This is an optimization exercise on Yosys and OpenROAD, whose aim is small area, not a production implementation.
Function was checked by simulation only, so behaviour that the tests miss may differ from the original.
No activity file was given, so power comes from the tool's default toggle rates.

<file path="flow/design.v">
`timescale 1ns/1ns
module mac_stage1 (
  input  logic [35:0] kernel,
  input  logic [35:0] samples,
  output logic [14:0] part_n
);
  logic pp0_00;
  logic pp0_01;
  logic pp0_02;
  logic pp0_03;
  logic pp0_10;
  logic pp0_11;
  logic pp0_12;
  logic pp0_13;
  logic pp0_20;
  logic pp0_21;
  logic pp0_22;
  logic pp0_23;
  logic pp0_30;
  logic pp0_31;
  logic pp0_32;
  logic pp0_33;
  logic pp1_00;
  logic pp1_01;
  logic pp1_02;
  logic pp1_03;
  logic pp1_10;
  logic pp1_11;
  logic pp1_12;
  logic pp1_13;
  logic pp1_20;
  logic pp1_21;
  logic pp1_22;
  logic pp1_23;
  logic pp1_30;
  logic pp1_31;
  logic pp1_32;
  logic pp1_33;
  logic pp2_00;
  logic pp2_01;
  logic pp2_02;
  logic pp2_03;
  logic pp2_10;
  logic pp2_11;
  logic pp2_12;
  logic pp2_13;
  logic pp2_20;
  logic pp2_21;
  logic pp2_22;
  logic pp2_23;
  logic pp2_30;
  logic pp2_31;
  logic pp2_32;
  logic pp2_33;
  logic pp3_00;
  logic pp3_01;
  logic pp3_02;
  logic pp3_03;
  logic pp3_10;
  logic pp3_11;
  logic pp3_12;
  logic pp3_13;
  logic pp3_20;
  logic pp3_21;
  logic pp3_22;
  logic pp3_23;
  logic pp3_30;
  logic pp3_31;
  logic pp3_32;
  logic pp3_33;
  logic pp4_00;
  logic pp4_01;
  logic pp4_02;
  logic pp4_03;
  logic pp4_10;
  logic pp4_11;
  logic pp4_12;
  logic pp4_13;
  logic pp4_20;
  logic pp4_21;
  logic pp4_22;
  logic pp4_23;
  logic pp4_30;
  logic pp4_31;
  logic pp4_32;
  logic pp4_33;
  logic pp5_00;
  logic pp5_01;
  logic pp5_02;
  logic pp5_03;
  logic pp5_10;
  logic pp5_11;
  logic pp5_12;
  logic pp5_13;
  logic pp5_20;
  logic pp5_21;
  logic pp5_22;
  logic pp5_23;
  logic pp5_30;
  logic pp5_31;
  logic pp5_32;
  logic pp5_33;
  logic pp6_00;
  logic pp6_01;
  logic pp6_02;
  logic pp6_03;
  logic pp6_10;
  logic pp6_11;
  logic pp6_12;
  logic pp6_13;
  logic pp6_20;
  logic pp6_21;
  logic pp6_22;
  logic pp6_23;
  logic pp6_30;
  logic pp6_31;
  logic pp6_32;
  logic pp6_33;
  logic pp7_00;
  logic pp7_01;
  logic pp7_02;
  logic pp7_03;
  logic pp7_10;
  logic pp7_11;
  logic pp7_12;
  logic pp7_13;
  logic pp7_20;
  logic pp7_21;
  logic pp7_22;
  logic pp7_23;
  logic pp7_30;
  logic pp7_31;
  logic pp7_32;
  logic pp7_33;
  logic pp8_00;
  logic pp8_01;
  logic pp8_02;
  logic pp8_03;
  logic pp8_10;
  logic pp8_11;
  logic pp8_12;
  logic pp8_13;
  logic pp8_20;
  logic pp8_21;
  logic pp8_22;
  logic pp8_23;
  logic pp8_30;
  logic pp8_31;
  logic pp8_32;
  logic pp8_33;
  logic fs0;
  logic fc0;
  logic fs1;
  logic fc1;
  logic fs2;
  logic fc2;
  logic fs3;
  logic fc3;
  logic fs4;
  logic fc4;
  logic fs5;
  logic fc5;
  logic fs6;
  logic fc6;
  logic fs7;
  logic fc7;
  logic fs8;
  logic fc8;
  logic fs9;
  logic fc9;
  logic fs10;
  logic fc10;
  logic fs11;
  logic fc11;
  logic fs12;
  logic fc12;
  logic fs13;
  logic fc13;
  logic hs14;
  logic hc14;
  logic fs15;
  logic fc15;
  logic fs16;
  logic fc16;
  logic fs17;
  logic fc17;
  logic fs18;
  logic fc18;
  logic fs19;
  logic fc19;
  logic fs20;
  logic fc20;
  logic fs21;
  logic fc21;
  logic fs22;
  logic fc22;
  logic fs23;
  logic fc23;
  logic fs24;
  logic fc24;
  logic fs25;
  logic fc25;
  logic fs26;
  logic fc26;
  logic fs27;
  logic fc27;
  logic fs28;
  logic fc28;
  logic fs29;
  logic fc29;
  logic fs30;
  logic fc30;
  logic fs31;
  logic fc31;
  logic fs32;
  logic fc32;
  logic hs33;
  logic hc33;
  logic fs34;
  logic fc34;
  logic fs35;
  logic fc35;
  logic fs36;
  logic fc36;
  logic fs37;
  logic fc37;
  logic fs38;
  logic fc38;
  logic fs39;
  logic fc39;
  logic fs40;
  logic fc40;
  logic fs41;
  logic fc41;
  logic fs42;
  logic fc42;
  logic fs43;
  logic fc43;
  logic fs44;
  logic fc44;
  logic fs45;
  logic fc45;
  logic fs46;
  logic fc46;
  logic fs47;
  logic fc47;
  logic fs48;
  logic fc48;
  logic fs49;
  logic fc49;
  logic fs50;
  logic fc50;
  logic fs51;
  logic fc51;
  logic fs52;
  logic fc52;
  logic fs53;
  logic fc53;
  logic fs54;
  logic fc54;
  logic fs55;
  logic fc55;
  logic fs56;
  logic fc56;
  logic fs57;
  logic fc57;
  logic fs58;
  logic fc58;
  logic fs59;
  logic fc59;
  logic fs60;
  logic fc60;
  logic fs61;
  logic fc61;
  logic fs62;
  logic fc62;
  logic fs63;
  logic fc63;
  logic fs64;
  logic fc64;
  logic fs65;
  logic fc65;
  logic fs66;
  logic fc66;
  logic fs67;
  logic fc67;
  logic fs68;
  logic fc68;
  logic fs69;
  logic fc69;
  logic fs70;
  logic fc70;
  logic fs71;
  logic fc71;
  logic fs72;
  logic fc72;
  logic fs73;
  logic fc73;
  logic fs74;
  logic fc74;
  logic fs75;
  logic fc75;
  logic fs76;
  logic fc76;
  logic fs77;
  logic fc77;
  logic fs78;
  logic fc78;
  logic fs79;
  logic fc79;
  logic fs80;
  logic fc80;
  logic fs81;
  logic fc81;
  logic fs82;
  logic fc82;
  logic fs83;
  logic fc83;
  logic fs84;
  logic fc84;
  logic fs85;
  logic fc85;
  logic fs86;
  logic fc86;
  logic hs87;
  logic hc87;
  logic fs88;
  logic fc88;
  logic fs89;
  logic fc89;
  logic fs90;
  logic fc90;
  logic fs91;
  logic fc91;
  logic fs92;
  logic fc92;
  logic fs93;
  logic fc93;
  logic fs94;
  logic fc94;
  logic fs95;
  logic fc95;
  logic fs96;
  logic fc96;
  logic fs97;
  logic fc97;
  logic fs98;
  logic fc98;
  logic fs99;
  logic fc99;
  logic fs100;
  logic fc100;
  logic fs101;
  logic fc101;
  logic fs102;
  logic fc102;
  logic fs103;
  logic fc103;
  logic fs104;
  logic fc104;
  logic fs105;
  logic fc105;
  logic fs106;
  logic fc106;
  logic fs107;
  logic fc107;
  logic fs108;
  logic fc108;
  logic fs109;
  logic fc109;
  logic fs110;
  logic fc110;
  logic fs111;
  logic fc111;
  logic fs112;
  logic fc112;
  logic fs113;
  logic fc113;
  logic fs114;
  logic fc114;
  logic fs115;
  logic fc115;
  logic fs116;
  logic fc116;
  logic fs117;
  logic fc117;
  logic fs118;
  logic fc118;
  logic fs119;
  logic fc119;
  logic fs120;
  logic fc120;
  logic fs121;
  logic fc121;
  logic fs122;
  logic fc122;
  logic fs123;
  logic fc123;
  logic fs124;
  logic fc124;
  logic fs125;
  logic fc125;
  logic fs126;
  logic fc126;
  logic fs127;
  logic fc127;
  logic fs128;
  logic fc128;
  logic fs129;
  logic fc129;
  logic fs130;
  logic fc130;
  logic fs131;
  logic fc131;
  assign pp0_00 = ~(kernel[0] & samples[0]);
  assign pp0_01 = ~(kernel[0] & samples[1]);
  assign pp0_02 = ~(kernel[0] & samples[2]);
  assign pp0_03 = ~(kernel[0] & samples[3]);
  assign pp0_10 = ~(kernel[1] & samples[0]);
  assign pp0_11 = ~(kernel[1] & samples[1]);
  assign pp0_12 = ~(kernel[1] & samples[2]);
  assign pp0_13 = ~(kernel[1] & samples[3]);
  assign pp0_20 = ~(kernel[2] & samples[0]);
  assign pp0_21 = ~(kernel[2] & samples[1]);
  assign pp0_22 = ~(kernel[2] & samples[2]);
  assign pp0_23 = ~(kernel[2] & samples[3]);
  assign pp0_30 = ~(kernel[3] & samples[0]);
  assign pp0_31 = ~(kernel[3] & samples[1]);
  assign pp0_32 = ~(kernel[3] & samples[2]);
  assign pp0_33 = ~(kernel[3] & samples[3]);
  assign pp1_00 = ~(kernel[4] & samples[4]);
  assign pp1_01 = ~(kernel[4] & samples[5]);
  assign pp1_02 = ~(kernel[4] & samples[6]);
  assign pp1_03 = ~(kernel[4] & samples[7]);
  assign pp1_10 = ~(kernel[5] & samples[4]);
  assign pp1_11 = ~(kernel[5] & samples[5]);
  assign pp1_12 = ~(kernel[5] & samples[6]);
  assign pp1_13 = ~(kernel[5] & samples[7]);
  assign pp1_20 = ~(kernel[6] & samples[4]);
  assign pp1_21 = ~(kernel[6] & samples[5]);
  assign pp1_22 = ~(kernel[6] & samples[6]);
  assign pp1_23 = ~(kernel[6] & samples[7]);
  assign pp1_30 = ~(kernel[7] & samples[4]);
  assign pp1_31 = ~(kernel[7] & samples[5]);
  assign pp1_32 = ~(kernel[7] & samples[6]);
  assign pp1_33 = ~(kernel[7] & samples[7]);
  assign pp2_00 = ~(kernel[8] & samples[8]);
  assign pp2_01 = ~(kernel[8] & samples[9]);
  assign pp2_02 = ~(kernel[8] & samples[10]);
  assign pp2_03 = ~(kernel[8] & samples[11]);
  assign pp2_10 = ~(kernel[9] & samples[8]);
  assign pp2_11 = ~(kernel[9] & samples[9]);
  assign pp2_12 = ~(kernel[9] & samples[10]);
  assign pp2_13 = ~(kernel[9] & samples[11]);
  assign pp2_20 = ~(kernel[10] & samples[8]);
  assign pp2_21 = ~(kernel[10] & samples[9]);
  assign pp2_22 = ~(kernel[10] & samples[10]);
  assign pp2_23 = ~(kernel[10] & samples[11]);
  assign pp2_30 = ~(kernel[11] & samples[8]);
  assign pp2_31 = ~(kernel[11] & samples[9]);
  assign pp2_32 = ~(kernel[11] & samples[10]);
  assign pp2_33 = ~(kernel[11] & samples[11]);
  assign pp3_00 = ~(kernel[12] & samples[12]);
  assign pp3_01 = ~(kernel[12] & samples[13]);
  assign pp3_02 = ~(kernel[12] & samples[14]);
  assign pp3_03 = ~(kernel[12] & samples[15]);
  assign pp3_10 = ~(kernel[13] & samples[12]);
  assign pp3_11 = ~(kernel[13] & samples[13]);
  assign pp3_12 = ~(kernel[13] & samples[14]);
  assign pp3_13 = ~(kernel[13] & samples[15]);
  assign pp3_20 = ~(kernel[14] & samples[12]);
  assign pp3_21 = ~(kernel[14] & samples[13]);
  assign pp3_22 = ~(kernel[14] & samples[14]);
  assign pp3_23 = ~(kernel[14] & samples[15]);
  assign pp3_30 = ~(kernel[15] & samples[12]);
  assign pp3_31 = ~(kernel[15] & samples[13]);
  assign pp3_32 = ~(kernel[15] & samples[14]);
  assign pp3_33 = ~(kernel[15] & samples[15]);
  assign pp4_00 = ~(kernel[16] & samples[16]);
  assign pp4_01 = ~(kernel[16] & samples[17]);
  assign pp4_02 = ~(kernel[16] & samples[18]);
  assign pp4_03 = ~(kernel[16] & samples[19]);
  assign pp4_10 = ~(kernel[17] & samples[16]);
  assign pp4_11 = ~(kernel[17] & samples[17]);
  assign pp4_12 = ~(kernel[17] & samples[18]);
  assign pp4_13 = ~(kernel[17] & samples[19]);
  assign pp4_20 = ~(kernel[18] & samples[16]);
  assign pp4_21 = ~(kernel[18] & samples[17]);
  assign pp4_22 = ~(kernel[18] & samples[18]);
  assign pp4_23 = ~(kernel[18] & samples[19]);
  assign pp4_30 = ~(kernel[19] & samples[16]);
  assign pp4_31 = ~(kernel[19] & samples[17]);
  assign pp4_32 = ~(kernel[19] & samples[18]);
  assign pp4_33 = ~(kernel[19] & samples[19]);
  assign pp5_00 = ~(kernel[20] & samples[20]);
  assign pp5_01 = ~(kernel[20] & samples[21]);
  assign pp5_02 = ~(kernel[20] & samples[22]);
  assign pp5_03 = ~(kernel[20] & samples[23]);
  assign pp5_10 = ~(kernel[21] & samples[20]);
  assign pp5_11 = ~(kernel[21] & samples[21]);
  assign pp5_12 = ~(kernel[21] & samples[22]);
  assign pp5_13 = ~(kernel[21] & samples[23]);
  assign pp5_20 = ~(kernel[22] & samples[20]);
  assign pp5_21 = ~(kernel[22] & samples[21]);
  assign pp5_22 = ~(kernel[22] & samples[22]);
  assign pp5_23 = ~(kernel[22] & samples[23]);
  assign pp5_30 = ~(kernel[23] & samples[20]);
  assign pp5_31 = ~(kernel[23] & samples[21]);
  assign pp5_32 = ~(kernel[23] & samples[22]);
  assign pp5_33 = ~(kernel[23] & samples[23]);
  assign pp6_00 = ~(kernel[24] & samples[24]);
  assign pp6_01 = ~(kernel[24] & samples[25]);
  assign pp6_02 = ~(kernel[24] & samples[26]);
  assign pp6_03 = ~(kernel[24] & samples[27]);
  assign pp6_10 = ~(kernel[25] & samples[24]);
  assign pp6_11 = ~(kernel[25] & samples[25]);
  assign pp6_12 = ~(kernel[25] & samples[26]);
  assign pp6_13 = ~(kernel[25] & samples[27]);
  assign pp6_20 = ~(kernel[26] & samples[24]);
  assign pp6_21 = ~(kernel[26] & samples[25]);
  assign pp6_22 = ~(kernel[26] & samples[26]);
  assign pp6_23 = ~(kernel[26] & samples[27]);
  assign pp6_30 = ~(kernel[27] & samples[24]);
  assign pp6_31 = ~(kernel[27] & samples[25]);
  assign pp6_32 = ~(kernel[27] & samples[26]);
  assign pp6_33 = ~(kernel[27] & samples[27]);
  assign pp7_00 = ~(kernel[28] & samples[28]);
  assign pp7_01 = ~(kernel[28] & samples[29]);
  assign pp7_02 = ~(kernel[28] & samples[30]);
  assign pp7_03 = ~(kernel[28] & samples[31]);
  assign pp7_10 = ~(kernel[29] & samples[28]);
  assign pp7_11 = ~(kernel[29] & samples[29]);
  assign pp7_12 = ~(kernel[29] & samples[30]);
  assign pp7_13 = ~(kernel[29] & samples[31]);
  assign pp7_20 = ~(kernel[30] & samples[28]);
  assign pp7_21 = ~(kernel[30] & samples[29]);
  assign pp7_22 = ~(kernel[30] & samples[30]);
  assign pp7_23 = ~(kernel[30] & samples[31]);
  assign pp7_30 = ~(kernel[31] & samples[28]);
  assign pp7_31 = ~(kernel[31] & samples[29]);
  assign pp7_32 = ~(kernel[31] & samples[30]);
  assign pp7_33 = ~(kernel[31] & samples[31]);
  assign pp8_00 = ~(kernel[32] & samples[32]);
  assign pp8_01 = ~(kernel[32] & samples[33]);
  assign pp8_02 = ~(kernel[32] & samples[34]);
  assign pp8_03 = ~(kernel[32] & samples[35]);
  assign pp8_10 = ~(kernel[33] & samples[32]);
  assign pp8_11 = ~(kernel[33] & samples[33]);
  assign pp8_12 = ~(kernel[33] & samples[34]);
  assign pp8_13 = ~(kernel[33] & samples[35]);
  assign pp8_20 = ~(kernel[34] & samples[32]);
  assign pp8_21 = ~(kernel[34] & samples[33]);
  assign pp8_22 = ~(kernel[34] & samples[34]);
  assign pp8_23 = ~(kernel[34] & samples[35]);
  assign pp8_30 = ~(kernel[35] & samples[32]);
  assign pp8_31 = ~(kernel[35] & samples[33]);
  assign pp8_32 = ~(kernel[35] & samples[34]);
  assign pp8_33 = ~(kernel[35] & samples[35]);
  conv_fa u_fa0 (.a(pp0_00), .b(pp1_00), .c(pp2_00), .s(fs0), .co(fc0));
  conv_fa u_fa1 (.a(pp3_00), .b(pp4_00), .c(pp5_00), .s(fs1), .co(fc1));
  conv_fa u_fa2 (.a(pp6_00), .b(pp7_00), .c(pp8_00), .s(fs2), .co(fc2));
  conv_fa u_fa3 (.a(fs0), .b(fs1), .c(fs2), .s(fs3), .co(fc3));
  conv_fa u_fa4 (.a(pp0_01), .b(pp0_10), .c(pp1_01), .s(fs4), .co(fc4));
  conv_fa u_fa5 (.a(pp1_10), .b(pp2_01), .c(pp2_10), .s(fs5), .co(fc5));
  conv_fa u_fa6 (.a(pp3_01), .b(pp3_10), .c(pp4_01), .s(fs6), .co(fc6));
  conv_fa u_fa7 (.a(pp4_10), .b(pp5_01), .c(pp5_10), .s(fs7), .co(fc7));
  conv_fa u_fa8 (.a(pp6_01), .b(pp6_10), .c(pp7_01), .s(fs8), .co(fc8));
  conv_fa u_fa9 (.a(pp7_10), .b(pp8_01), .c(pp8_10), .s(fs9), .co(fc9));
  conv_fa u_fa10 (.a(fc0), .b(fc1), .c(fc2), .s(fs10), .co(fc10));
  conv_fa u_fa11 (.a(fs4), .b(fs5), .c(fs6), .s(fs11), .co(fc11));
  conv_fa u_fa12 (.a(fs7), .b(fs8), .c(fs9), .s(fs12), .co(fc12));
  conv_fa u_fa13 (.a(fc3), .b(fs10), .c(fs11), .s(fs13), .co(fc13));
  conv_hai u_ha14 (.a_n(fs12), .b_n(fs13), .s_n(hs14), .co_n(hc14));
  conv_fa u_fa15 (.a(pp0_02), .b(pp0_11), .c(pp0_20), .s(fs15), .co(fc15));
  conv_fa u_fa16 (.a(pp1_02), .b(pp1_11), .c(pp1_20), .s(fs16), .co(fc16));
  conv_fa u_fa17 (.a(pp2_02), .b(pp2_11), .c(pp2_20), .s(fs17), .co(fc17));
  conv_fa u_fa18 (.a(pp3_02), .b(pp3_11), .c(pp3_20), .s(fs18), .co(fc18));
  conv_fa u_fa19 (.a(pp4_02), .b(pp4_11), .c(pp4_20), .s(fs19), .co(fc19));
  conv_fa u_fa20 (.a(pp5_02), .b(pp5_11), .c(pp5_20), .s(fs20), .co(fc20));
  conv_fa u_fa21 (.a(pp6_02), .b(pp6_11), .c(pp6_20), .s(fs21), .co(fc21));
  conv_fa u_fa22 (.a(pp7_02), .b(pp7_11), .c(pp7_20), .s(fs22), .co(fc22));
  conv_fa u_fa23 (.a(pp8_02), .b(pp8_11), .c(pp8_20), .s(fs23), .co(fc23));
  conv_fa u_fa24 (.a(fc4), .b(fc5), .c(fc6), .s(fs24), .co(fc24));
  conv_fa u_fa25 (.a(fc7), .b(fc8), .c(fc9), .s(fs25), .co(fc25));
  conv_fa u_fa26 (.a(fs15), .b(fs16), .c(fs17), .s(fs26), .co(fc26));
  conv_fa u_fa27 (.a(fs18), .b(fs19), .c(fs20), .s(fs27), .co(fc27));
  conv_fa u_fa28 (.a(fs21), .b(fs22), .c(fs23), .s(fs28), .co(fc28));
  conv_fa u_fa29 (.a(fc10), .b(fc11), .c(fc12), .s(fs29), .co(fc29));
  conv_fa u_fa30 (.a(fs24), .b(fs25), .c(fs26), .s(fs30), .co(fc30));
  conv_fa u_fa31 (.a(fs27), .b(fs28), .c(fc13), .s(fs31), .co(fc31));
  conv_fa u_fa32 (.a(fs29), .b(fs30), .c(hc14), .s(fs32), .co(fc32));
  conv_hai u_ha33 (.a_n(fs31), .b_n(fs32), .s_n(hs33), .co_n(hc33));
  conv_fa u_fa34 (.a(pp0_03), .b(pp0_12), .c(pp0_21), .s(fs34), .co(fc34));
  conv_fa u_fa35 (.a(pp0_30), .b(pp1_03), .c(pp1_12), .s(fs35), .co(fc35));
  conv_fa u_fa36 (.a(pp1_21), .b(pp1_30), .c(pp2_03), .s(fs36), .co(fc36));
  conv_fa u_fa37 (.a(pp2_12), .b(pp2_21), .c(pp2_30), .s(fs37), .co(fc37));
  conv_fa u_fa38 (.a(pp3_03), .b(pp3_12), .c(pp3_21), .s(fs38), .co(fc38));
  conv_fa u_fa39 (.a(pp3_30), .b(pp4_03), .c(pp4_12), .s(fs39), .co(fc39));
  conv_fa u_fa40 (.a(pp4_21), .b(pp4_30), .c(pp5_03), .s(fs40), .co(fc40));
  conv_fa u_fa41 (.a(pp5_12), .b(pp5_21), .c(pp5_30), .s(fs41), .co(fc41));
  conv_fa u_fa42 (.a(pp6_03), .b(pp6_12), .c(pp6_21), .s(fs42), .co(fc42));
  conv_fa u_fa43 (.a(pp6_30), .b(pp7_03), .c(pp7_12), .s(fs43), .co(fc43));
  conv_fa u_fa44 (.a(pp7_21), .b(pp7_30), .c(pp8_03), .s(fs44), .co(fc44));
  conv_fa u_fa45 (.a(pp8_12), .b(pp8_21), .c(pp8_30), .s(fs45), .co(fc45));
  conv_fa u_fa46 (.a(fc15), .b(fc16), .c(fc17), .s(fs46), .co(fc46));
  conv_fa u_fa47 (.a(fc18), .b(fc19), .c(fc20), .s(fs47), .co(fc47));
  conv_fa u_fa48 (.a(fc21), .b(fc22), .c(fc23), .s(fs48), .co(fc48));
  conv_fa u_fa49 (.a(fs34), .b(fs35), .c(fs36), .s(fs49), .co(fc49));
  conv_fa u_fa50 (.a(fs37), .b(fs38), .c(fs39), .s(fs50), .co(fc50));
  conv_fa u_fa51 (.a(fs40), .b(fs41), .c(fs42), .s(fs51), .co(fc51));
  conv_fa u_fa52 (.a(fs43), .b(fs44), .c(fs45), .s(fs52), .co(fc52));
  conv_fa u_fa53 (.a(fc24), .b(fc25), .c(fc26), .s(fs53), .co(fc53));
  conv_fa u_fa54 (.a(fc27), .b(fc28), .c(fs46), .s(fs54), .co(fc54));
  conv_fa u_fa55 (.a(fs47), .b(fs48), .c(fs49), .s(fs55), .co(fc55));
  conv_fa u_fa56 (.a(fs50), .b(fs51), .c(fs52), .s(fs56), .co(fc56));
  conv_fa u_fa57 (.a(fc29), .b(fc30), .c(fs53), .s(fs57), .co(fc57));
  conv_fa u_fa58 (.a(fs54), .b(fs55), .c(fs56), .s(fs58), .co(fc58));
  conv_fa u_fa59 (.a(fc31), .b(fs57), .c(fs58), .s(fs59), .co(fc59));
  conv_fa u_fa60 (.a(fc32), .b(fs59), .c(hc33), .s(fs60), .co(fc60));
  conv_fa u_fa61 (.a(pp0_13), .b(pp0_22), .c(pp0_31), .s(fs61), .co(fc61));
  conv_fa u_fa62 (.a(pp1_13), .b(pp1_22), .c(pp1_31), .s(fs62), .co(fc62));
  conv_fa u_fa63 (.a(pp2_13), .b(pp2_22), .c(pp2_31), .s(fs63), .co(fc63));
  conv_fa u_fa64 (.a(pp3_13), .b(pp3_22), .c(pp3_31), .s(fs64), .co(fc64));
  conv_fa u_fa65 (.a(pp4_13), .b(pp4_22), .c(pp4_31), .s(fs65), .co(fc65));
  conv_fa u_fa66 (.a(pp5_13), .b(pp5_22), .c(pp5_31), .s(fs66), .co(fc66));
  conv_fa u_fa67 (.a(pp6_13), .b(pp6_22), .c(pp6_31), .s(fs67), .co(fc67));
  conv_fa u_fa68 (.a(pp7_13), .b(pp7_22), .c(pp7_31), .s(fs68), .co(fc68));
  conv_fa u_fa69 (.a(pp8_13), .b(pp8_22), .c(pp8_31), .s(fs69), .co(fc69));
  conv_fa u_fa70 (.a(fc34), .b(fc35), .c(fc36), .s(fs70), .co(fc70));
  conv_fa u_fa71 (.a(fc37), .b(fc38), .c(fc39), .s(fs71), .co(fc71));
  conv_fa u_fa72 (.a(fc40), .b(fc41), .c(fc42), .s(fs72), .co(fc72));
  conv_fa u_fa73 (.a(fc43), .b(fc44), .c(fc45), .s(fs73), .co(fc73));
  conv_fa u_fa74 (.a(fs61), .b(fs62), .c(fs63), .s(fs74), .co(fc74));
  conv_fa u_fa75 (.a(fs64), .b(fs65), .c(fs66), .s(fs75), .co(fc75));
  conv_fa u_fa76 (.a(fs67), .b(fs68), .c(fs69), .s(fs76), .co(fc76));
  conv_fa u_fa77 (.a(fc46), .b(fc47), .c(fc48), .s(fs77), .co(fc77));
  conv_fa u_fa78 (.a(fc49), .b(fc50), .c(fc51), .s(fs78), .co(fc78));
  conv_fa u_fa79 (.a(fc52), .b(fs70), .c(fs71), .s(fs79), .co(fc79));
  conv_fa u_fa80 (.a(fs72), .b(fs73), .c(fs74), .s(fs80), .co(fc80));
  conv_fa u_fa81 (.a(fs75), .b(fs76), .c(fc53), .s(fs81), .co(fc81));
  conv_fa u_fa82 (.a(fc54), .b(fs77), .c(fc55), .s(fs82), .co(fc82));
  conv_fa u_fa83 (.a(fc56), .b(fs78), .c(fs79), .s(fs83), .co(fc83));
  conv_fa u_fa84 (.a(fs80), .b(fc57), .c(fs81), .s(fs84), .co(fc84));
  conv_fa u_fa85 (.a(fc58), .b(fs82), .c(fs83), .s(fs85), .co(fc85));
  conv_fa u_fa86 (.a(fs84), .b(fc59), .c(fs85), .s(fs86), .co(fc86));
  conv_hai u_ha87 (.a_n(fc60), .b_n(fs86), .s_n(hs87), .co_n(hc87));
  conv_fa u_fa88 (.a(pp0_23), .b(pp0_32), .c(pp1_23), .s(fs88), .co(fc88));
  conv_fa u_fa89 (.a(pp1_32), .b(pp2_23), .c(pp2_32), .s(fs89), .co(fc89));
  conv_fa u_fa90 (.a(pp3_23), .b(pp3_32), .c(pp4_23), .s(fs90), .co(fc90));
  conv_fa u_fa91 (.a(pp4_32), .b(pp5_23), .c(pp5_32), .s(fs91), .co(fc91));
  conv_fa u_fa92 (.a(pp6_23), .b(pp6_32), .c(pp7_23), .s(fs92), .co(fc92));
  conv_fa u_fa93 (.a(pp7_32), .b(pp8_23), .c(pp8_32), .s(fs93), .co(fc93));
  conv_fa u_fa94 (.a(fc61), .b(fc62), .c(fc63), .s(fs94), .co(fc94));
  conv_fa u_fa95 (.a(fc64), .b(fc65), .c(fc66), .s(fs95), .co(fc95));
  conv_fa u_fa96 (.a(fc67), .b(fc68), .c(fc69), .s(fs96), .co(fc96));
  conv_fa u_fa97 (.a(fs88), .b(fs89), .c(fs90), .s(fs97), .co(fc97));
  conv_fa u_fa98 (.a(fs91), .b(fs92), .c(fs93), .s(fs98), .co(fc98));
  conv_fa u_fa99 (.a(fc70), .b(fc71), .c(fc72), .s(fs99), .co(fc99));
  conv_fa u_fa100 (.a(fc73), .b(fc74), .c(fc75), .s(fs100), .co(fc100));
  conv_fa u_fa101 (.a(fc76), .b(fs94), .c(fs95), .s(fs101), .co(fc101));
  conv_fa u_fa102 (.a(fs96), .b(fs97), .c(fs98), .s(fs102), .co(fc102));
  conv_fa u_fa103 (.a(fc77), .b(fc78), .c(fc79), .s(fs103), .co(fc103));
  conv_fa u_fa104 (.a(fs99), .b(fc80), .c(fs100), .s(fs104), .co(fc104));
  conv_fa u_fa105 (.a(fs101), .b(fs102), .c(fc81), .s(fs105), .co(fc105));
  conv_fa u_fa106 (.a(fc82), .b(fc83), .c(fs103), .s(fs106), .co(fc106));
  conv_fa u_fa107 (.a(fs104), .b(fc84), .c(fs105), .s(fs107), .co(fc107));
  conv_fa u_fa108 (.a(fc85), .b(fs106), .c(fs107), .s(fs108), .co(fc108));
  conv_fa u_fa109 (.a(fc86), .b(hc87), .c(fs108), .s(fs109), .co(fc109));
  conv_fa u_fa110 (.a(pp0_33), .b(pp1_33), .c(pp2_33), .s(fs110), .co(fc110));
  conv_fa u_fa111 (.a(pp3_33), .b(pp4_33), .c(pp5_33), .s(fs111), .co(fc111));
  conv_fa u_fa112 (.a(pp6_33), .b(pp7_33), .c(pp8_33), .s(fs112), .co(fc112));
  conv_fa u_fa113 (.a(fc88), .b(fc89), .c(fc90), .s(fs113), .co(fc113));
  conv_fa u_fa114 (.a(fc91), .b(fc92), .c(fc93), .s(fs114), .co(fc114));
  conv_fa u_fa115 (.a(fs110), .b(fs111), .c(fs112), .s(fs115), .co(fc115));
  conv_fa u_fa116 (.a(fc94), .b(fc95), .c(fc96), .s(fs116), .co(fc116));
  conv_fa u_fa117 (.a(fc97), .b(fc98), .c(fs113), .s(fs117), .co(fc117));
  conv_fa u_fa118 (.a(fs114), .b(fs115), .c(fc99), .s(fs118), .co(fc118));
  conv_fa u_fa119 (.a(fc100), .b(fc101), .c(fs116), .s(fs119), .co(fc119));
  conv_fa u_fa120 (.a(fc102), .b(fs117), .c(fc103), .s(fs120), .co(fc120));
  conv_fa u_fa121 (.a(fs118), .b(fc104), .c(fs119), .s(fs121), .co(fc121));
  conv_fa u_fa122 (.a(fc105), .b(fc106), .c(fs120), .s(fs122), .co(fc122));
  conv_fa u_fa123 (.a(fs121), .b(fc107), .c(fs122), .s(fs123), .co(fc123));
  conv_fa u_fa124 (.a(fc110), .b(fc111), .c(fc112), .s(fs124), .co(fc124));
  conv_fa u_fa125 (.a(fc113), .b(fc114), .c(fc115), .s(fs125), .co(fc125));
  conv_fa u_fa126 (.a(fs124), .b(fc116), .c(fc117), .s(fs126), .co(fc126));
  conv_fa u_fa127 (.a(fs125), .b(fc118), .c(fc119), .s(fs127), .co(fc127));
  conv_fa u_fa128 (.a(fs126), .b(fc120), .c(fc121), .s(fs128), .co(fc128));
  conv_fa u_fa129 (.a(fs127), .b(fc122), .c(fs128), .s(fs129), .co(fc129));
  conv_fa u_fa130 (.a(fc124), .b(fc125), .c(fc126), .s(fs130), .co(fc130));
  conv_fa u_fa131 (.a(fc127), .b(fs130), .c(fc128), .s(fs131), .co(fc131));
  assign part_n = {fc131, fc130, fs131, fc129, fs129, fc123, fc109, fs123, fc108, fs109, hs87, fs60, hs33, hs14, fs3};
endmodule
module mac_stage2 (
  input  logic [14:0] part_n,
  output logic [10:0] sum_n
);
  logic fs132;
  logic fc132;
  logic fs133;
  logic fc133;
  logic fs134;
  logic fc134;
  logic fs135;
  logic fc135;
  conv_fa u_fa132 (.a(part_n[6]), .b(part_n[7]), .c(part_n[8]), .s(fs132), .co(fc132));
  conv_fa u_fa133 (.a(part_n[10]), .b(part_n[9]), .c(fc132), .s(fs133), .co(fc133));
  conv_fa u_fa134 (.a(part_n[11]), .b(part_n[12]), .c(fc133), .s(fs134), .co(fc134));
  conv_fa u_fa135 (.a(part_n[13]), .b(part_n[14]), .c(fc134), .s(fs135), .co(fc135));
  assign sum_n = {fc135, fs135, fs134, fs133, fs132, part_n[5], part_n[4], part_n[3], part_n[2], part_n[1], part_n[0]};
endmodule
module conv_fa (
  input  logic a,
  input  logic b,
  input  logic c,
  output logic s,
  output logic co
);
  assign s = a ^ b ^ c;
  assign co = (a & b) | (a & c) | (b & c);
endmodule
module conv_hai (
  input  logic a_n,
  input  logic b_n,
  output logic s_n,
  output logic co_n
);
  assign s_n = ~(a_n ^ b_n);
  assign co_n = a_n | b_n;
endmodule
`timescale 1ns/1ns
module ahb_convolver (
  input  logic       tb_clk,
  input  logic       reset,
  input  logic       hsel,
  input  logic [4-1:0]  haddr,
  input  logic [1:0] htrans,
  input  logic       hwrite,
  input  logic [16-1:0]  hwdata,
  output logic [16-1:0]  hrdata,
  output logic       hresp
);
  logic        accept;
  logic        addr_error;
  logic        pop;
  logic [11:0] read_mux;
  logic [11:0] rdata_q;
  logic [2:0]  wr_sel;
  logic [35:0] coeff_stage;
  logic [11:0] sample_stage;
  logic        load_coeff;
  logic        load_sample;
  logic        busy;
  logic        empty;
  logic        overflow;
  logic [10:0] rd_data;
  assign accept = hsel && htrans[1];
  always_comb begin
    case (haddr)
      4'd0, 4'd2: addr_error = hwrite;
      4'd4, 4'd6, 4'd8, 4'd10, 4'd12: addr_error = 1'b0;
      default: addr_error = 1'b1;
    endcase
  end
  assign pop = accept && !hwrite && (haddr == 4'd2);
  always_comb begin
    case (haddr[3:1])
      3'd0: read_mux = {9'd0, overflow, !empty, busy};
      3'd1: read_mux = {1'b0, rd_data};
      3'd2: read_mux = sample_stage;
      3'd3: read_mux = coeff_stage[11:0];
      3'd4: read_mux = coeff_stage[23:12];
      3'd5: read_mux = coeff_stage[35:24];
      default: read_mux = '0;
    endcase
  end
  always_ff @(posedge tb_clk) begin
    if (reset) begin
      hresp <= 1'b0;
      rdata_q <= '0;
      wr_sel <= '0;
    end else begin
      hresp <= accept && addr_error;
      rdata_q <= (accept && !hwrite && !addr_error) ? read_mux : '0;
      wr_sel <= (accept && hwrite && !addr_error) ? haddr[3:1] : 3'd0;
    end
  end
  assign hrdata = {4'd0, rdata_q};
  logic [11:0] stage_data;
  assign stage_data = hwdata[11:0] & {12{!reset}};
  always_ff @(posedge tb_clk) begin
    if (reset || wr_sel == 3'd2) sample_stage <= stage_data;
    if (reset || wr_sel == 3'd3) coeff_stage[11:0] <= stage_data;
    if (reset || wr_sel == 3'd4) coeff_stage[23:12] <= stage_data;
    if (reset || wr_sel == 3'd5) coeff_stage[35:24] <= stage_data;
  end
  always_ff @(posedge tb_clk) begin
    if (reset) begin
      load_coeff <= 1'b0;
      load_sample <= 1'b0;
    end else begin
      load_coeff <= (wr_sel == 3'd6) && hwdata[0];
      load_sample <= (wr_sel == 3'd6) && hwdata[1] && !hwdata[0];
    end
  end
  logic [35:0] kernel;
  logic        kernel_clear;
  logic [23:0] window;
  logic [1:0]  fill_q;
  always_ff @(posedge tb_clk) begin
    if (reset) begin
      kernel_clear <= 1'b1;
    end else if (load_coeff) begin
      kernel_clear <= 1'b0;
    end
  end
  always_ff @(posedge tb_clk) begin
    if (load_coeff) kernel <= coeff_stage;
  end
  always_ff @(posedge tb_clk) begin
    if (load_sample) window <= {sample_stage, window[23:12]};
  end
  logic [14:0] part_n;
  logic [14:0] part_q;
  logic [10:0] sum_n;
  logic [10:0] res_q [1:2];
  logic [2:0]  vld_q;
  logic        push;
  mac_stage1 i_mac_stage1 (
    .kernel  (kernel),
    .samples ({sample_stage, window}),
    .part_n  (part_n)
  );
  mac_stage2 i_mac_stage2 (
    .part_n  (part_q),
    .sum_n   (sum_n)
  );
  always_ff @(posedge tb_clk) begin
    part_q <= part_n;
    res_q[1] <= ~sum_n & {11{!kernel_clear}};
    res_q[2] <= res_q[1];
  end
  always_ff @(posedge tb_clk) begin
    if (reset) begin
      fill_q <= '0;
      vld_q <= '0;
    end else begin
      if (load_sample && !fill_q[1]) fill_q <= fill_q + 2'd1;
      vld_q <= {vld_q[1:0], load_sample && fill_q[1]};
    end
  end
  assign push = vld_q[2];
  assign busy = (|vld_q) || load_coeff || load_sample;
  logic [15:0][10:0] mem;
  logic [4:0]  wr_ptr;
  logic [4:0]  rd_ptr;
  logic        full;
  assign empty = (wr_ptr == rd_ptr);
  assign full = (wr_ptr == {~rd_ptr[4], rd_ptr[3:0]});
  always_ff @(posedge tb_clk) begin
    for (int i = 0; i < 16; i++) begin
      if (push && !full && wr_ptr[3:0] == 4'(i)) mem[i] <= res_q[2];
    end
  end
  always_ff @(posedge tb_clk) begin
    if (reset) begin
      wr_ptr <= '0;
      rd_ptr <= '0;
      overflow <= 1'b0;
    end else begin
      if (push && !full) wr_ptr <= wr_ptr + 5'd1;
      if (pop && !empty) rd_ptr <= rd_ptr + 5'd1;
      if (push && full) overflow <= 1'b1;
    end
  end
  always_comb begin
    rd_data = '0;
    for (int i = 0; i < 16; i++) begin
      rd_data = rd_data | (mem[i] & {11{rd_ptr[3:0] == 4'(i) && !empty}});
    end
  end
endmodule
</file>
<file path="flow/run.sh">
#!/bin/bash
# synth_recipe.tcl (not shown) runs the flow's synth.tcl, then flattens the netlist and writes it again
# the make line also repeats each setting of config.mk as NAME=value (left out here)
make -C /OpenROAD-flow-scripts/flow DESIGN_CONFIG=/design/flow/config.mk WORK_HOME=/design/flow/orfs CLKGATE_MAP_FILE= SYNTH_SCRIPT=/design/flow/synth_recipe.tcl finish
</file>
<file path="flow/config.mk">
export PLATFORM = sky130hd
export DESIGN_NAME = ahb_convolver
export DESIGN_NICKNAME = ahb_convolver
export VERILOG_FILES = /design/flow/design.v
export SDC_FILE = /design/flow/constraint.sdc
export NUM_CORES = 4
export LEC_CHECK = 0
export CAP_MARGIN = 20
export CORE_MARGIN = 2
export CORE_UTILIZATION = 65
export CTS_BUF_LIST = sky130_fd_sc_hd__clkbuf_16
export CTS_CLUSTER_DIAMETER = 100
export CTS_CLUSTER_SIZE = 26
export SLEW_MARGIN = 20
export SYNTH_HIERARCHICAL = 1
</file>
<file path="flow/constraint.sdc">
create_clock -name core_clock -period 6.0 [get_ports {tb_clk}]
set_input_delay 1.2000 -clock core_clock [delete_from_list [all_inputs] [get_ports {tb_clk}]]
set_output_delay 1.2000 -clock core_clock [all_outputs]
set_load 0.01 [all_outputs]
</file>
==> results of run 1 <==
layout make-up:
cell class / count / share of cell area [%]
clock buffers: 17 / 2.47
clock inverters: 13 / 0.342
inverters: 25 / 0.545
multi-input cells: 633 / 33.1
flip-flops and latches: 356 / 57.9
well taps: 324 / 2.36
repair buffers: 63 / 3.23
per-module statistics from Yosys (local to each module, per instance):
module,cells,area (µm²),flops+latches,times used
ahb_convolver,760,12600,356,1
mac_stage1,159,653,0,1
mac_stage2,11,82.6,0,1
conv_hai,5,27.5,0,3
conv_fa,1,20.0,0,133
sequential cells by signal, indices dropped and copies added (netlist names), 2 cells and up:
name	cells
kernel	36
mem	176
coeff_stage	36
rdata_q	12
vld_q	3
window	24
wr_ptr	5
rd_ptr	5
res_q	22
fill_q	2
wr_sel	3
sample_stage	12
part_q	15
layout by cell type, fill, tap and decap left out, types with 7 or more instances in the layout:
cell             netlist  final
fa_1                 133    133
a22o_1                12     12
a21o_1                 7      7
ha_1                  11     11
o22ai_1               22     22
nor4_1                 8      8
nor2b_1               19     19
o21ai_0               11     11
edfxtp_1             284    284
a222oi_1              13     13
nand2_1              159    159
buf_4                 30     30
mux2i_1               13     13
clkbuf_16              0     17
clkdlybuf4s50_1        0     33
nor2_1                68     66
a21oi_1               13     13
a22oi_1               48     48
xor2_1                 7      7
dfxtp_1               72     72
inv_1                 25     36
a221oi_1              21     21
cell usage after synthesis, drive strengths merged (12+ instances only):
cell / number
a221oi: 21
mux2i: 13
buf: 36
dfxtp: 72
a222oi: 13
inv: 25
o22ai: 22
a22oi: 48
nor2: 69
a22o: 12
clkbuf: 31
fa: 133
edfxtp: 284
nand2: 160
o21ai: 12
a21oi: 13
nor2b: 19
how the worst max path moves through the flow:
stage,start,end,slack [ps],depth (start not counted)
finish,sample_stage[1],part_q[5],1400,9
global route,sample_stage[1],part_q[5],1260,9
CTS,sample_stage[1],part_q[5],1410,9
detailed placement,sample_stage[1],part_q[5],1430,9
global placement,sample_stage[1],part_q[5],1500,9
floorplan,kernel[1],part_q[5],1700,10
layer usage:
layer | GRT usage (%) | part of all wire (%) | wire length, µm | vias to the layer above
met5 | 0 | 0.034 | 13 | -
met4 | 9.50 | 3.4 | 1270 | 2
met3 | 7.42 | 11 | 3990 | 60
met2 | 47.1 | 46 | 17200 | 453
met1 | 43.7 | 40 | 15200 | 4626
li1 | - | - | - | 3907
cells by family (layout without fill, tap and decap cells):
group / after synthesis / count (layout) / synth area share (%)
DFF: 356 / 356 / 61.9
and+or+nand+nor: 284 / 284 / 7.58
AOI/OAI and AO/OA: 175 / 175 / 8.52
adders and majority gates: 144 / 144 / 17.4
buffers and inverters: 92 / 118 / 2.86
xor gates and xnor gates: 13 / 13 / 0.986
muxes: 13 / 13 / 0.807
other: 1 / 4 / 0.0233
worst max-delay path, stage by stage (launching register included):
cell and delay [ps]:
edfxtp_1 580, nand2_1 160, fa_1 470, fa_1 560, fa_1 450, fa_1 450
fa_1 430, fa_1 480, fa_1 510, fa_1 400
stage by stage:
step           setup slack (ps)  cells
2_1_floorplan              1700   1081
3_3_place_gp               1500   1400
3_5_place_dp               1430   1401
4_1_cts                    1410   1431
5_1_grt                    1260   1431
6_report                   1400   1431
power breakdown:
part | total [µW] | switching (µW) | internal [µW] | leakage (µW)
logic | 407 | 226 | 181 | 0.00220
clock network | 1260 | 735 | 529 | 0.000277
registers | 2750 | 40.7 | 2710 | 0.00324
total | 4420 | 1000 | 3420 | 0.00572
==> results.tsv, run 1 <==
stage	metric	value	unit
critical_path	r2r_slack	1400	ps
drt	drt_iter0_drc	1212	
drt	postRouteWirelength	37700	µm
cts	htreeDepth	1	
timing	max_clock_freq	217	MHz
final_layout	stdcell_area	17200	µm²
global_route	grt_max_degree	39	
critical_path	path_class	flip-flop to flip-flop	
floorplanning	fp-row-count	57	
timing	hold_viol_final	0	
cts	cts_buffers	17	
cts	clkSlewWorstSetupHoldPaths	100	ps
timing	period_minus_slack	4600	ps
drt	vias_per_cell	6.32	
global_route	grt_usage	30.5	%
timing	tns	0	ps
timing	rsz0062_at_grt	false	
critical_path	critPathMaxFanout	6	
drt	first_pass_iters	5	
cts	clk_latency	530	ps
floorplanning	start_util	66.3	%
place	gp_congestion	0.923	
cts	cts_buffer_depth	3	
logic_synthesis	ys.flop_type	edfxtp_1	
final_layout	nets	1266	
floorplanning	die_w	161	µm
floorplanning	dieArea	26100	µm²
cts	post_cts_buffers	0	
cts	hold_buffers	0	
drt	via_count	9048	
drt	postRouteAntennaNets	0	
worst_hold_path	min_path_cells	0	
timing	worstMarginPinSlew	1110	ps
logic_synthesis	syn_area_per_cell	15.0	µm²
critical_path	end_kind	flip-flop	
global_route	grt_overflow_total	0	
floorplanning	io-pin-count	43	
drt	route.detailed.drc	0	
power	power.density	257	nW/µm²
place	dp_hpwl	26900	µm
logic_synthesis	seq_area_frac_synth	61.9	%
logic_synthesis	async_flop_share	0	%
final_layout	antenna_cells	0	
final_layout	seqCellArea	9970	µm²
final_layout	layout-drive-gt1-share	5.96	%
worst_hold_path	min_path_type	flip-flop to flip-flop	
cts	ctsResizeCount	0	
floorplanning	core-area	24300	µm²
logic_synthesis	synth_edf_count	284	
final_layout	n_fill_cell	1680	
critical_path	r2r_cells	9	
timing	min_period_over_period	76.6	%
place	placed_cell_area	16700	µm²
logic_synthesis	synth.top_cell.area_share	52.9	%
logic_synthesis	synth_seq_cells	356	
logic_synthesis	synthDistinctLibCells	56	
timing	slew_viol_final	0	
drt	avgRoutedWirePerCell	26.3	µm
power	p_leak	0.00572	µW
logic_synthesis	synth_warnings	8	
critical_path	worstPathArrival	5000	ps
logic_synthesis	yosys.area.top_type	edfxtp_1	
logic_synthesis	netlist_area	16100	µm²
timing	holdWs	339	ps
logic_synthesis	netlist_instances	1078	
logic_synthesis	synthTopCellsByArea	edfxtp_1 (53%), fa_1 (17%), dfxtp_1 (8.9%)	
power	peakVddDrop	0.000213	V
power	total_power	4420	µW
global_route	antenna_found_initial	1	
timing	maxSlewHeadroom	25.6	%
worst_hold_path	worstHoldStart	res_q[1][0]	
floorplanning	die_h	161	µm
critical_path	r2r-start	sample_stage[1]	
final_layout	multiInputGateArea	5700	µm²
job	maxCapViolCount	0	
place	io_buffers	33	
cts	cts.sinks	356	
timing	fin_skew	20.8	ps
global_route	grt_pass1_wl	57300	µm
cts	cts-root-buf	clkbuf_16	
critical_path	rr_endpoint	part_q[5]	
final_layout	syn_to_final_growth	6.78	%
critical_path	crit_required	6400	ps
critical_path	critPathLaunchType	flip-flop	
worst_hold_path	hold_path_end	res_q[2][0]	
status	status	timing/DRC/antenna clean	
timing	final-setup-viol-count	0	
global_route	grt_pass1_vias	9503	
final_layout	utilization	70.8	%
cts	tritoncts	done	
==> run 2, diff against run 1 <==
==> flow/flow/run.sh (new file) <==
#!/bin/bash
set -euo pipefail
export BUFFER_PORTS_ARGS="-buffer_cell sky130_fd_sc_hd__buf_1"
export CTS_ARGS="-sink_clustering_enable -repair_clock_nets -dont_use_dummy_load -buf_list sky130_fd_sc_hd__clkbuf_8 -sink_clustering_size 18 -sink_clustering_max_diameter 100"
bash standard.sh > standard.log 2>&1
==> flow/standard.sh (new file) <==
#!/bin/bash
# synth_recipe.tcl (not shown) runs the flow's synth.tcl, then flattens the netlist and writes it again
# the make line also repeats each setting of config.mk as NAME=value (left out here)
make -C /OpenROAD-flow-scripts/flow DESIGN_CONFIG=/design/flow/config.mk WORK_HOME=/design/flow/orfs CLKGATE_MAP_FILE= SYNTH_SCRIPT=/design/flow/synth_recipe.tcl "${@:-finish}"
--- a/flow/config.mk
+++ b/flow/config.mk
@@ -8,8 +8,5 @@
 export CAP_MARGIN = 20
 export CORE_MARGIN = 2
 export CORE_UTILIZATION = 65
-export CTS_BUF_LIST = sky130_fd_sc_hd__clkbuf_16
-export CTS_CLUSTER_DIAMETER = 100
-export CTS_CLUSTER_SIZE = 26
 export SLEW_MARGIN = 20
 export SYNTH_HIERARCHICAL = 1
removed: flow/run.sh
==> run 2 against run 1 <==
Net effect:
- total power is 5.4% lower
- sequential share of layout area is 1.3 points higher
- wire length is 0.86% lower
- global-route usage is 0.53 points lower
- via count is 0.27% higher
- combinational power is 3% lower
- clock power is 17% lower
- non-clock buffer count stayed put
- synthesized cell count stayed put
- largest cell class unchanged
- largest power group unchanged
- highest routed layer unchanged
==> results.tsv, run 2 <==
stage	metric	value	unit
cts	clk_latency	600	ps
timing	period_minus_slack	4600	ps
timing	tns	0	ps
logic_synthesis	synth.most_common_cell	edfxtp_1	
logic_synthesis	synthDistinctLibCells	56	
critical_path	cp.buffers_inverters	2	
final_layout	layout_common_cells	edfxtp_1 (284), nand2_1 (159), fa_1 (133)	
logic_synthesis	synth_common_cells	edfxtp_1 (284), nand2_1 (159), fa_1 (133)	
cts	htreeDepth	1	
cts	tritoncts	done	
global_route	grt_pass1_wl	56400	µm
critical_path	crit_slowest_cell	fa_1	
critical_path	r2r-start	sample_stage[0]	
logic_synthesis	synthTopCellsByArea	edfxtp_1 (53%), fa_1 (17%), dfxtp_1 (8.9%)	
worst_hold_path	min_path_type	flip-flop to flip-flop	
final_layout	reg.largest.list	mem x176, coeff_stage x36, kernel x36	
timing	holdWs	343	ps
global_route	grt_pass1_vias	9222	
critical_path	crit_required	6420	ps
floorplanning	core-area	24300	µm²
cts	hold_buffers	0	
place	gp_congestion	0.919	
final_layout	regMostFlops	mem	
logic_synthesis	syn_area_per_cell	15.0	µm²
timing	min_period_over_period	76.7	%
logic_synthesis	seq_area_frac_synth	61.9	%
place	dp_hpwl	26500	µm
cts	cts.sinks	356	
critical_path	critPathMaxFanout	6	
drt	vias_per_cell	6.37	
critical_path	slowest_delay	640	ps
logic_synthesis	synth_seq_cells	356	
floorplanning	io-pin-count	43	
logic_synthesis	yosys.area.top_type	edfxtp_1	
logic_synthesis	netlist_area	16100	µm²
timing	final-setup-viol-count	0	
critical_path	end_kind	flip-flop	
drt	avgRoutedWirePerCell	26.2	µm
critical_path	crit_path_start	sample_stage[0]	
power	power.density	248	nW/µm²
logic_synthesis	ys.flop_type	edfxtp_1	
timing	fin_skew	76.4	ps
critical_path	crit_top_cell	fa_1	
cts	clkSlewWorstSetupHoldPaths	110	ps
timing	maxSlewHeadroom	26.8	%
floorplanning	fp-row-count	57	
global_route	antenna_found_initial	1	
timing	rsz0062_at_grt	false	
drt	route.detailed.drc	0	
critical_path	worstPathArrival	5020	ps
drt	postRouteWirelength	37400	µm
final_layout	nets	1272	
critical_path	cp_top_family	adder cells	
cts	cts-root-buf	clkbuf_8	
worst_hold_path	worstHoldStart	part_q[1]	
place	io_buffers	33	
power	p_leak	0.00552	µW
power	total_power	4180	µW
critical_path	path_class	flip-flop to flip-flop	
place	post-place-cells	1401	
final_layout	final_common_cell	edfxtp_1	
power	p_clk_share	24.8	%
final_layout	finalNonFillerCells	1424	
power	p_int	3230	µW
drt	first_pass_iters	6	
critical_path	critPathLaunchType	flip-flop	
drt	postRouteAntennaNets	0	
job	maxCapViolCount	0	
cts	cts_buffer_depth	3	
logic_synthesis	synth.top_cell.area_share	52.9	%
floorplanning	die_w	161	µm
final_layout	syn_to_final_growth	4.49	%
global_route	grt_max_degree	39	
timing	worstMarginPinSlew	1100	ps
cts	ctsResizeCount	0	
floorplanning	dieArea	26100	µm²
final_layout	layout-drive-gt1-share	6.55	%
logic_synthesis	async_flop_share	0	%
floorplanning	start_util	66.3	%
power	pwr-share-seq	65.7	%
timing	hold_viol_final	0	
timing	slew_viol_final	0	
cts	post_cts_buffers	0	
status	status	timing/DRC/antenna clean	
final_layout	largest_register_ffs	176	
power	peakVddDrop	0.000219	V
cts	cts_buffers	23	
power	p_sw_share	22.9	%
floorplanning	die_h	161	µm
logic_synthesis	netlist_instances	1078	
logic_synthesis	synth_edf_count	284	
logic_synthesis	synth_warnings	8	
drt	via_count	9072	
power	p_comb_share	9.5	%
global_route	grt_usage	29.9	%
final_layout	antenna_cells	0	
power	p_switching	956	µW
timing	max_clock_freq	217	MHz
global_route	grt_overflow_total	0	
drt	drt_iter0_drc	1044	
critical_path	path_cells	nand2_1, fa_1, fa_1, fa_1, fa_1, fa_1, fa_1, inv_1, ha_1, inv_1, fa_1	
[run 2: through the flow]
stage | instance area [µm²] | setup slack (ps) | utilization (%)
after floorplan | 16100 | 1700 | -
after global placement | 16500 | 1510 | 67.9
after detailed placement | 16500 | 1480 | 67.9
after CTS | 16800 | 1400 | 69.2
after global routing | 16800 | 1200 | 69.3
final | 16800 | 1400 | 69.3
[run 2: kinds of logic after synthesis]
kind of cell | after synthesis | share of synthesized area [%]
AO/OA/AOI/OAI | 175 | 8.52
XOR/XNOR | 13 | 0.986
adder cells (fa/ha/maj) | 144 | 17.4
buffers and inverters | 92 | 2.86
flip-flops | 356 | 61.9
multiplexers | 13 | 0.807
other | 1 | 0.0233
AND/OR/NAND/NOR | 284 | 7.58
[run 2: routing by layer]
metal | GRT usage, % | vias to the layer above | share of wire (%)
met5 | 0 | - | 0.029
met3 | 5.50 | 63 | 9.6
li1 | - | 3907 | -
met1 | 46.0 | 4669 | 42
met2 | 44.4 | 431 | 45
met4 | 9.46 | 2 | 3.2
[run 2: modules after synthesis, one instance, submodules excluded]
module	flip-flops and latches	cell area, µm²	cells inside
ahb_convolver	356	12600	760
conv_hai	0	27.5	5
mac_stage2	0	82.6	11
mac_stage1	0	653	159
conv_fa	0	20.0	1
[run 2: worst reg2reg max path, delay by kind of cell, from the launching register on]
kind                     cells  cell delay, ps
adder cells (fa/ha/maj)      8            3600
flip-flops                   1             550
buffers and inverters        2             120
AND/OR/NAND/NOR              1             150
[run 2: worst paths after layout]
check / endpoint / slack (ps) / depth (start not counted)
max: part_q[5] / 1400 / 11
min: res_q[1][1] / 340 / 1
max reg2reg: part_q[5] / 1400 / 11
min reg2reg: res_q[1][1] / 340 / 1
[run 2: power by group through the flow]
stage | logic (µW) | registers, µW | clock network [µW]
5_1_grt | 463 | 2760 | 1140
6_report | 396 | 2750 | 1040
4_1_cts | 405 | 2750 | 1060
3_5_place_dp | 402 | 2800 | 0
2_1_floorplan | 488 | 2790 | 0
3_3_place_gp | 397 | 2800 | 0
[run 2: layout make-up]
class                   instances  area, µm²
repair buffers                 63        349
clock buffers                  23        317
flip-flops and latches        356       9970
well taps                     324        405
fillers                      1693       7480
multi-input cells             633       5710
inverters                      25       93.8
==> run 3, diff against run 2 <==
==> flow/flow/run.sh (replaced) <==
#!/bin/bash
set -euo pipefail
export BUFFER_PORTS_ARGS="-buffer_cell sky130_fd_sc_hd__buf_1"
export CTS_ARGS="-sink_clustering_enable -repair_clock_nets -dont_use_dummy_load -buf_list sky130_fd_sc_hd__clkbuf_8 -sink_clustering_size 16 -sink_clustering_max_diameter 100"
bash standard.sh > standard.log 2>&1
--- a/flow/config.mk
+++ b/flow/config.mk
@@ -5,8 +5,8 @@
 export SDC_FILE = /design/flow/constraint.sdc
 export NUM_CORES = 4
 export LEC_CHECK = 0
-export CAP_MARGIN = 20
+export CAP_MARGIN = 0
 export CORE_MARGIN = 2
 export CORE_UTILIZATION = 65
-export SLEW_MARGIN = 20
+export SLEW_MARGIN = 0
 export SYNTH_HIERARCHICAL = 1
==> run 3 against run 2 <==
Net effect:
- still clean on timing, DRC and antenna
- global-route usage hardly changed
- clock-buffer cell count increased by 3
- worst setup slack better by 30 ps
- total power rose by 1.2%
- final cell count increased by 0.21%
- area after synthesis is the same
- cell area rose by 0.19%
- combinational power decreased by 1%
- critical path type unchanged
- highest routed layer unchanged
==> results.tsv, run 3 <==
stage	metric	value	unit
logic_synthesis	synth_common_cells	edfxtp_1 (284), nand2_1 (159), fa_1 (133)	
job	maxCapViolCount	0	
place	io_buffers	33	
logic_synthesis	synth.top_cell.area_share	52.9	%
critical_path	path_class	flip-flop to flip-flop	
place	dp_slack	1490	ps
power	peakVddDrop	0.000236	V
final_layout	final_common_cell	edfxtp_1	
critical_path	worstPathArrival	5020	ps
floorplanning	die_h	161	µm
power	p_switching	968	µW
logic_synthesis	synthXorXnorAreaFrac	0.986	%
drt	first_pass_iters	7	
worst_hold_path	min_path_type	flip-flop to flip-flop	
final_layout	syn_to_final_growth	4.69	%
cts	tritoncts	done	
cts	cts-root-buf	clkbuf_8	
global_route	grt_pass1_wl	56400	µm
floorplanning	io-pin-count	43	
status	status	timing/DRC/antenna clean	
power	p_clk_share	25.8	%
logic_synthesis	synth_warnings	8	
timing	min_period_over_period	76.2	%
worst_hold_path	min_path_cells	0	
logic_synthesis	synth_seq_cells	356	
timing	max_clock_freq	219	MHz
timing	fin_skew	70.6	ps
logic_synthesis	syn_area_per_cell	15.0	µm²
cts	hold_buffers	0	
final_layout	layout_common_cells	edfxtp_1 (284), nand2_1 (159), fa_1 (133)	
cts	clk_latency	600	ps
timing	tns	0	ps
drt	vias_per_cell	6.35	
power	p_sw_share	22.9	%
power	total_power	4230	µW
drt	drt_iter0_drc	1125	
logic_synthesis	ys.flop_type	edfxtp_1	
power	p_int	3270	µW
logic_synthesis	synthDistinctLibCells	56	
critical_path	critPathMaxFanout	6	
final_layout	n_fill_cell	1698	
drt	avgRoutedWirePerCell	26.2	µm
critical_path	r2r_cells	11	
logic_synthesis	muxShareOfSynthArea	0.807	%
logic_synthesis	yosys.area_share.simple	7.58	%
timing	final-setup-viol-count	0	
logic_synthesis	synth_top_family_by_area	adder cells	
cts	post_cts_buffers	0	
final_layout	largest_register_ffs	176	
global_route	grt_usage	29.9	%
timing	maxSlewHeadroom	15.6	%
floorplanning	fp-row-count	57	
worst_hold_path	worstHoldStart	res_q[1][1]	
cts	cts_buffers	26	
cts	cts_buffer_depth	3	
logic_synthesis	synth_compound_area_share	8.52	%
power	pwr-share-seq	64.9	%
timing	slew_viol_final	0	
final_layout	layout-drive-gt1-share	6.44	%
power	power.density	251	nW/µm²
timing	rsz0062_at_grt	false	
timing	fin_ws	1430	ps
logic_synthesis	synth_edf_count	284	
timing	worstMarginPinSlew	1260	ps
final_layout	reg.largest.list	mem x176, coeff_stage x36, kernel x36	
logic_synthesis	seq_area_frac_synth	61.9	%
timing	hold_viol_final	0	
critical_path	crit_required	6450	ps
logic_synthesis	synthTopCellsByArea	edfxtp_1 (53%), fa_1 (17%), dfxtp_1 (8.9%)	
worst_hold_path	hold_path_end	res_q[2][1]	
logic_synthesis	synth.most_common_cell	edfxtp_1	
cts	cts.sinks	356	
timing	period_minus_slack	4570	ps
final_layout	nets	1275	
logic_synthesis	yosys.area.top_type	edfxtp_1	
critical_path	critPathLaunchType	flip-flop	
cts	htreeDepth	1	
critical_path	r2r-start	sample_stage[0]	
logic_synthesis	netlist_instances	1078	
logic_synthesis	async_flop_share	0	%
logic_synthesis	synth_fa_ha_area_share	17.4	%
floorplanning	die_w	161	µm
drt	postRouteWirelength	37300	µm
critical_path	end_kind	flip-flop	
global_route	antenna_found_initial	1	
drt	route.detailed.drc	0	
floorplanning	start_util	66.3	%
drt	postRouteAntennaNets	0	
final_layout	regMostFlops	mem	
floorplanning	dieArea	26100	µm²
floorplanning	core-area	24300	µm²
global_route	grt_pass1_vias	9221	
global_route	grt_max_degree	39	
place	gp_congestion	0.919	
power	p_comb_share	9.3	%
drt	via_count	9060	
cts	ctsResizeCount	0	
critical_path	rr_endpoint	part_q[5]	
critical_path	r2r_slack	1430	ps
final_layout	utilization	69.4	%
place	dp_hpwl	26500	µm
cts	clkSlewWorstSetupHoldPaths	100	ps
power	p_leak	0.00555	µW
logic_synthesis	netlist_area	16100	µm²
final_layout	antenna_cells	0	
global_route	grt_overflow_total	0	
==> run 3: cell counts after synthesis <==
Identical to the previous run, type by type.
==> run 3: Yosys stat by module (local to each module, per instance) <==
module / copies in the design / flip-flops and latches / cells inside / area [µm²]
ahb_convolver: 1 / 356 / 760 / 12600
conv_hai: 3 / 0 / 5 / 27.5
mac_stage2: 1 / 0 / 11 / 82.6
mac_stage1: 1 / 0 / 159 / 653
conv_fa: 133 / 0 / 1 / 20.0
==> run 3: metal layers <==
metal	up-vias	GRT usage (%)	wire, µm	share of wire [%]
met5	-	0	12	0.032
met4	2	9.42	1210	3.2
met3	71	6.19	3740	10
met2	444	44.5	16600	44
met1	4623	45.3	15800	42
li1	3920	-	-	-
==> run 3: worst max-delay path by stage <==
stage | startpoint | end | slack, ps | cells past startpoint
6_report | sample_stage[0] | part_q[5] | 1430 | 11
5_1_grt | sample_stage[0] | part_q[5] | 1250 | 11
4_1_cts | sample_stage[0] | part_q[5] | 1480 | 9
3_5_place_dp | sample_stage[0] | part_q[5] | 1490 | 9
3_3_place_gp | sample_stage[0] | part_q[5] | 1510 | 9
2_1_floorplan | kernel[1] | part_q[5] | 1700 | 10
==> run 3: cell type report <==
class	instances	area, µm²	share of cell area [%]
Multi-Input combinational cell	633	5700	33.8
Timing Repair Buffer	63	349	2.07
Tap cell	324	405	2.40
Inverter	25	93.8	0.556
Sequential cell	356	9970	59.1
Clock buffer	26	358	2.12
==> run 3: stage by stage <==
step | instance area [µm²] | hold slack [ps] | instances
after floorplan | 16100 | 310 | 1081
after global placement | 16500 | 313 | 1401
after detailed placement | 16500 | 320 | 1401
after CTS | 16900 | 297 | 1427
after global routing | 16900 | 290 | 1427
final | 16900 | 289 | 1427
==> run 3: worst max-delay path: stages (launching register included) <==
cell      delay, ps
edfxtp_1        580
nand2_1         150
fa_1            520
fa_1            650
fa_1            460
fa_1            410
fa_1            500
fa_1            490
inv_1            50
ha_1            180
inv_1            70
fa_1            400
==> run 3: cells by family after synthesis <==
logic type / count (synthesis)
compound gates: 175
xor+xnor: 13
fa+ha+maj: 144
buf+inv: 92
flops: 356
mux: 13
other cells: 1
simple gates: 284
==> run 3: power by group through the flow <==
stage	Clock [µW]	Combinational [µW]	Sequential [µW]
2_1_floorplan	0	488	2790
3_3_place_gp	0	397	2800
3_5_place_dp	0	401	2800
4_1_cts	1120	401	2750
5_1_grt	1200	459	2760
6_report	1090	392	2750
==> run 4, diff against run 3 <==
--- a/flow/config.mk
+++ b/flow/config.mk
@@ -5,8 +5,8 @@
 export SDC_FILE = /design/flow/constraint.sdc
 export NUM_CORES = 4
 export LEC_CHECK = 0
-export CAP_MARGIN = 0
+export CAP_MARGIN = 20
 export CORE_MARGIN = 2
 export CORE_UTILIZATION = 65
-export SLEW_MARGIN = 0
+export SLEW_MARGIN = 20
 export SYNTH_HIERARCHICAL = 1
==> run 4 against run 3 <==
Net effect:
- still clean
- flip-flop and latch count stayed put
- clock-buffer cell count stayed put
- worst hold slack better by 9.0 ps
- global-route usage is 0.051 points higher
- combinational power is 1% higher
- die area stayed put
- clock skew is 2.9 ps higher
- wire length is 0.51% higher
- synthesized cell count stayed put
- clock power hardly changed
- first-iteration DRC count is 8.4% lower
- maximum frequency is 0.73% higher
==> results.tsv, run 4 <==
stage	metric	value	unit
status	status	timing/DRC/antenna clean	
drt	vias_per_cell	6.36	
final_layout	n_fill_cell	1686	
drt	via_count	9075	
worst_hold_path	min_path_type	flip-flop to flip-flop	
timing	min_period_over_period	75.7	%
cts	cts_buffer_depth	3	
final_layout	final_common_cell	edfxtp_1	
logic_synthesis	netlist_instances	1078	
global_route	met3_usage	5.39	%
place	post-place-cells	1401	
global_route	grt_pass1_wl	56400	µm
logic_synthesis	seq_area_frac_synth	61.9	%
logic_synthesis	synth_common_cells	edfxtp_1 (284), nand2_1 (159), fa_1 (133)	
logic_synthesis	synthDistinctLibCells	56	
logic_synthesis	synth_edf_count	284	
cts	ctsResizeCount	0	
drt	first_pass_iters	5	
floorplanning	die_w	161	µm
critical_path	r2r_slack	1460	ps
floorplanning	dieArea	26100	µm²
drt	drt_iter0_drc	1031	
critical_path	crit_required	6450	ps
drt	postRouteWirelength	37500	µm
floorplanning	fp-row-count	57	
drt	route.detailed.drc	0	
final_layout	nets	1275	
cts	tritoncts	done	
global_route	antenna_found_initial	1	
logic_synthesis	synth_warnings	8	
critical_path	critPathLaunchType	flip-flop	
power	power.density	251	nW/µm²
global_route	grt_usage	30.0	%
final_layout	largest_register_ffs	176	
floorplanning	die_h	161	µm
timing	tns	0	ps
timing	fin_skew	73.5	ps
timing	maxSlewHeadroom	25.8	%
timing	period_minus_slack	4540	ps
final_layout	finalNonFillerCells	1427	
global_route	grt_overflow_total	0	
global_route	grt_pass1_vias	9220	
timing	worstMarginPinSlew	1110	ps
floorplanning	io-pin-count	43	
logic_synthesis	ys.flop_type	edfxtp_1	
logic_synthesis	async_flop_share	0	%
cts	cts_buffers	26	
timing	final-setup-viol-count	0	
timing	rsz0062_at_grt	false	
job	maxCapViolCount	0	
critical_path	critPathMaxFanout	6	
cts	htreeDepth	1	
final_layout	regMostFlops	mem	
floorplanning	start_util	66.3	%
logic_synthesis	syn_area_per_cell	15.0	µm²
final_layout	layout-drive-gt1-share	6.80	%
drt	avgRoutedWirePerCell	26.3	µm
timing	hold_viol_final	0	
global_route	grt_max_degree	39	
cts	hold_buffers	0	
logic_synthesis	synth.top_cell.area_share	52.9	%
logic_synthesis	synth_seq_cells	356	
global_route	met2_usage	44.4	%
floorplanning	core-area	24300	µm²
final_layout	antenna_cells	0	
timing	max_clock_freq	220	MHz
cts	clkSlewWorstSetupHoldPaths	100	ps
critical_path	end_kind	flip-flop	
final_layout	reg.largest.list	mem x176, coeff_stage x36, kernel x36	
power	p_leak	0.00554	µW
place	gp_congestion	0.919	
==> run 4: cell types whose count changed in the layout (fill, tap and decap cells not counted) <==
cell	previous run	this run
nor2_1	68	65
nor2_2	1	4
ha_1	11	10
ha_2	0	1
==> run 4: final timing paths <==
kind | from | end | cells past startpoint
min reg2reg | res_q[1][1] | res_q[2][1] | 0
max reg2reg | sample_stage[0] | part_q[5] | 11
max | sample_stage[0] | part_q[5] | 11
min | res_q[1][1] | res_q[2][1] | 0
==> run 4: final cells by class <==
cell class | count | area, µm² | share of cell area, %
timing repair buffer | 63 | 349 | 2.07
inverter | 25 | 93.8 | 0.556
tap | 324 | 405 | 2.40
multi-input combinational | 633 | 5710 | 33.8
clock buffer | 26 | 358 | 2.12
sequential | 356 | 9970 | 59.0
==> run 4: power breakdown <==
| group | internal [µW] | switching, µW | leakage, µW |
|---|---|---|---|
| Combinational | 171 | 225 | 0.00211 |
| Sequential | 2710 | 39.3 | 0.00324 |
| Clock | 388 | 706 | 0.000187 |
==> run 4: kinds of logic (layout without fill, tap and decap cells) <==
group / count (synthesis) / count (layout) / share of synthesized area, %
XOR/XNOR: 13 / 13 / 0.986
flip-flops: 356 / 356 / 61.9
AO/OA/AOI/OAI: 175 / 175 / 8.52
AND/OR/NAND/NOR: 284 / 284 / 7.58
other: 1 / 4 / 0.0233
buffers and inverters: 92 / 114 / 2.86
adder cells (fa/ha/maj): 144 / 144 / 17.4
multiplexers: 13 / 13 / 0.807
==> run 4: critical path, cell delays in order (launching register included) <==
cell and delay (ps):
edfxtp_1 550, nand2_1 150, fa_1 520, fa_1 640, fa_1 450, fa_1 410
fa_1 500, fa_1 490, inv_1 50, ha_1 170, inv_1 70, fa_1 410
==> run 4: per-stage QoR <==
step	worst slack (ps)	hold slack [ps]	total power, µW	instance area [µm²]	util, %
global placement	1510	313	3200	16500	67.9
finish	1460	298	4240	16900	69.4
global route	1270	308	4420	16900	69.4
CTS	1460	299	4260	16900	69.4
floorplan	1700	310	3280	16100	-
detailed placement	1480	319	3210	16500	67.9
==> run 4: routing by layer <==
layer | wire length [µm] | up-vias
li1 | - | 3914
met1 | 15800 | 4614
met2 | 16700 | 475
met3 | 3800 | 70
met4 | 1300 | 2
met5 | 13 | -
==> run 4: per-module statistics from Yosys (local to each module, per instance) <==
module	cell area [µm²]	flip-flops and latches	times used	cells inside
mac_stage1	653	0	1	159
ahb_convolver	12600	356	1	760
conv_fa	20.0	0	133	1
conv_hai	27.5	0	3	5
mac_stage2	82.6	0	1	11
